What follows belongs to an exercise in optimizing a design on an open flow for small area, a short achievable clock period and few clock cycles per item; a production flow would make more cautious choices. The RTL was checked by simulation tests, not by an equivalence proof against the original design.

==> flow/design.v (excerpt) <==
module sha256_stream_hasher (
  input  wire         clk,
  input  wire         rst_n,
  input  wire         in_tvalid,
  output logic        in_tready,
  input  wire  [7:0]  in_tdata,
  input  wire  [1:0]  in_tuser,
  output logic        out_tvalid,
  input  wire         out_tready,
  output logic [31:0] out_tdata,
  output logic [4:0]  out_tuser,
  output logic        out_tlast
);
For scale: about 9,400 cells after synthesis, ~1,700 flip-flops.
export LEC_CHECK = 0
export ABC_AREA = 1
export CAP_MARGIN = 20
export CORE_MARGIN = 2
export CORE_UTILIZATION = 40
export PLACE_DENSITY = 0.6
export SLEW_MARGIN = 20
create_clock -name core_clock -period 11.0 [get_ports {clk}]
standard.sh (not shown) runs the stock make flow with config.mk's settings and CLKGATE_MAP_FILE= SYNTH_SCRIPT=/design/flow/synth_recipe.tcl, a recipe that flattens the netlist after the stock synthesis.
==> flow/flow/run.sh <==
#!/bin/bash
set -euo pipefail
bash standard.sh SETUP_SLACK_MARGIN=6.5 finish > standard_flow.log 2>&1
The baseline finished with timing, DRC and antenna clean.
Testbench counts at the start, summed over its fixed seeds: cycles 73,764, bytes 62,512.
Next try:
==> flow/flow/run.sh (replaced) <==
#!/bin/bash
set -euo pipefail
bash standard.sh ADDER_MAP_FILE= "BUFFER_PORTS_ARGS=-buffer_cell sky130_fd_sc_hd__buf_2" \
  SETUP_SLACK_MARGIN=7.45 finish > standard_flow.log 2>&1
Settings changed: CTS_CLUSTER_DIAMETER set to 75, CTS_CLUSTER_SIZE set to 30.
Effect: Global-route usage goes up by 3.4 points; synthesized area goes up by 1.2%; first-iteration DRC count goes up by 5.7%; final cell count goes up by 11%.

========
cedar:
sha256_stream_hasher again, from the RTL that the note above started with.
Settings: LEC_CHECK=0, ABC_AREA=1, CAP_MARGIN=20, CORE_MARGIN=2, CORE_UTILIZATION=50, CTS_CLUSTER_DIAMETER=60, CTS_CLUSTER_SIZE=24, PLACE_DENSITY=0.7, SLEW_MARGIN=20; clock period 11.0 ns.
==> flow/flow/run.sh <==
#!/bin/bash
set -euo pipefail
bash standard.sh ADDER_MAP_FILE= "BUFFER_PORTS_ARGS=-buffer_cell sky130_fd_sc_hd__buf_2" \
  SETUP_SLACK_MARGIN=7.5 finish > standard_flow.log 2>&1
cedar closes out successfully: all stages finished, all timing, DRC and antenna checks passed.
Testbench counts of cedar, summed over its fixed seeds: cycles 73,764, bytes 62,512.
[inputs] oak vs cedar
Settings: removing CTS_CLUSTER_DIAMETER (formerly 60); changing CORE_UTILIZATION from 50 to 40; removing CTS_CLUSTER_SIZE (formerly 24); changing PLACE_DENSITY from 0.7 to 0.6.
Results
oak: PASS, flow complete, no timing, DRC or antenna violations
| via count | higher: cedar |
Relative to cedar, the wire length per cell after detailed routing measured on oak has decreased slightly.

========
Another version of the RTL of sha256_stream_hasher (not shown whole).
Size: roughly 1700 flip-flops.
==> flow/design.v (excerpt) <==
module sha256_stream_hasher (
  input  wire         clk,
  input  wire         rst_n,
  input  wire         in_tvalid,
  output logic        in_tready,
  input  wire  [7:0]  in_tdata,
  input  wire  [1:0]  in_tuser,
  output logic        out_tvalid,
  input  wire         out_tready,
  output logic [31:0] out_tdata,
  output logic [4:0]  out_tuser,
  output logic        out_tlast
);
  function automatic logic [31:0] bsig0(input logic [31:0] x);
    bsig0 = {x[1:0], x[31:2]} ^ {x[12:0], x[31:13]} ^ {x[21:0], x[31:22]};
  endfunction
  function automatic logic [31:0] bsig1(input logic [31:0] x);
    bsig1 = {x[5:0], x[31:6]} ^ {x[10:0], x[31:11]} ^ {x[24:0], x[31:25]};
  endfunction
  function automatic logic [31:0] ssig0(input logic [31:0] x);
    ssig0 = {x[6:0], x[31:7]} ^ {x[17:0], x[31:18]} ^ {3'b000, x[31:3]};
  endfunction
  function automatic logic [31:0] ssig1(input logic [31:0] x);
    ssig1 = {x[16:0], x[31:17]} ^ {x[18:0], x[31:19]} ^ {10'd0, x[31:10]};
  endfunction
  logic        s_valid;
  logic [1:0]  s_mode;
  logic [7:0]  s_data;
  logic [15:0] len_r;
  logic        done_r;
  logic        msg_first;
  logic [5:0]  fill_r;
  logic        pad_active;
  logic        pad_wrap;
  logic [511:0] ib_r;
  logic        ib_full;
  logic        ib_first;
  logic        ib_last;
  logic [31:0] w_r [0:15];
  logic [31:0] v_r [0:7];
  logic [31:0] p_r;
  logic        run_r;
  logic        ff_r;
  logic [5:0]  rnd_r;
  logic        eng_first;
  logic        eng_last;
  logic [1:0]  pend_r;
  logic        h_hold;
  logic [2:0]  idx_r;
  logic        err_pend;
  ...
Settings: LEC_CHECK=0, ABC_AREA=1, CAP_MARGIN=20, CORE_MARGIN=2, CORE_UTILIZATION=40, CTS_CLUSTER_DIAMETER=60, CTS_CLUSTER_SIZE=24, PLACE_DENSITY=0.6, SLEW_MARGIN=20; clock period 11.0 ns.
==> flow/flow/run.sh <==
#!/bin/bash
set -euo pipefail
bash standard.sh ADDER_MAP_FILE= "BUFFER_PORTS_ARGS=-buffer_cell sky130_fd_sc_hd__buf_2" \
  SETUP_SLACK_MARGIN=7.4 finish > standard_flow.log 2>&1
Testbench counts at the start, summed over its fixed seeds: cycles 73,764, bytes 62,512.
Edit:
==> flow/flow/run.sh (replaced) <==
#!/bin/bash
set -euo pipefail
bash standard.sh ADDER_MAP_FILE= "BUFFER_PORTS_ARGS=-buffer_cell sky130_fd_sc_hd__buf_2" \
  SETUP_SLACK_MARGIN=7.45 finish > standard_flow.log 2>&1
Result: The new run completed without violations. Cell count hardly moves. Count of clock-buffer cells in the layout went down by 3. Routed wire length is higher by 1.7%. Final area climbs by 0.50%. Die area stays the same. Via count goes up by 0.74%.

========
== orange ==
Starting RTL as in the previous note.
export LEC_CHECK = 0
export ABC_AREA = 1
export CAP_MARGIN = 20
export CORE_MARGIN = 2
export CORE_UTILIZATION = 40
export CTS_CLUSTER_DIAMETER = 60
export CTS_CLUSTER_SIZE = 30
export PLACE_DENSITY = 0.6
export SLEW_MARGIN = 20
create_clock -name core_clock -period 11.0 [get_ports {clk}]
==> flow/flow/run.sh <==
#!/bin/bash
set -euo pipefail
bash standard.sh ADDER_MAP_FILE= "BUFFER_PORTS_ARGS=-buffer_cell sky130_fd_sc_hd__buf_2" \
  SETUP_SLACK_MARGIN=7.5 finish > standard_flow.log 2>&1
orange reached the end of the flow, and the finished layout is clean on the timing, DRC and antenna checks.
Testbench counts of orange, summed over its fixed seeds: cycles 73,764, bytes 62,512.
#### Input delta (green over orange)
Settings: CTS_CLUSTER_SIZE: 30 -> 24.
--- outcome ---
- Taking orange as the reference, in green final cell count comparable, non-clock buffer total of the final layout increased by 2.1% relative to the old numbers, worst setup slack shows an increase of 0.090 ns.
- Looking at final worst hold slack across both flows, green is the stronger of the two, with orange trailing.
- green vs. orange: placeable core region saw little to no change; final-stage net count saw little to no change; die area saw little to no change.

[what the ideal ports hide]
No port has a modelled driver above. Below, the same layouts with a new extraction and two added sets of constraints. Step 1, drivers: a clkbuf_16 drives clk and a buf_2 each remaining input, both assumed. Step 2, shift: input delay + t, output delay - t, t = (earliest + latest rising clock arrival at the registers) / 2. This alone moves slack from input paths to output paths. Slacks: no drivers / after step 1 / after step 2; pairs: no drivers / after step 1.
run	t (ns)	setup WS [ns]	clock arrival spread, ns	worst register clock-pin slew, ns
the first run of note 1	0.913	6.505 / 6.505 / 6.300	0.076 / 0.076	0.08 / 0.08
the second run of note 1	0.877	7.404 / 7.312 / 6.838	0.098 / 0.097	0.12 / 0.12
cedar	0.903	7.210 / 7.124 / 6.816	0.053 / 0.053	0.09 / 0.09
oak	0.949	7.332 / 7.239 / 6.939	0.076 / 0.076	0.08 / 0.08
the first run of note 3	0.903	7.326 / 7.228 / 7.260	0.063 / 0.063	0.09 / 0.09
the second run of note 3	0.897	7.440 / 7.356 / 7.081	0.049 / 0.049	0.09 / 0.09
orange	0.899	7.329 / 7.329 / 7.073	0.090 / 0.090	0.11 / 0.11
green	0.901	7.420 / 7.358 / 7.090	0.049 / 0.049	0.09 / 0.09
After both steps every run listed still meets setup and hold. For the second run of note 1, which loses most, drivers alone change the setup slack by -0.092 ns; drivers and shift together by -0.566 ns.
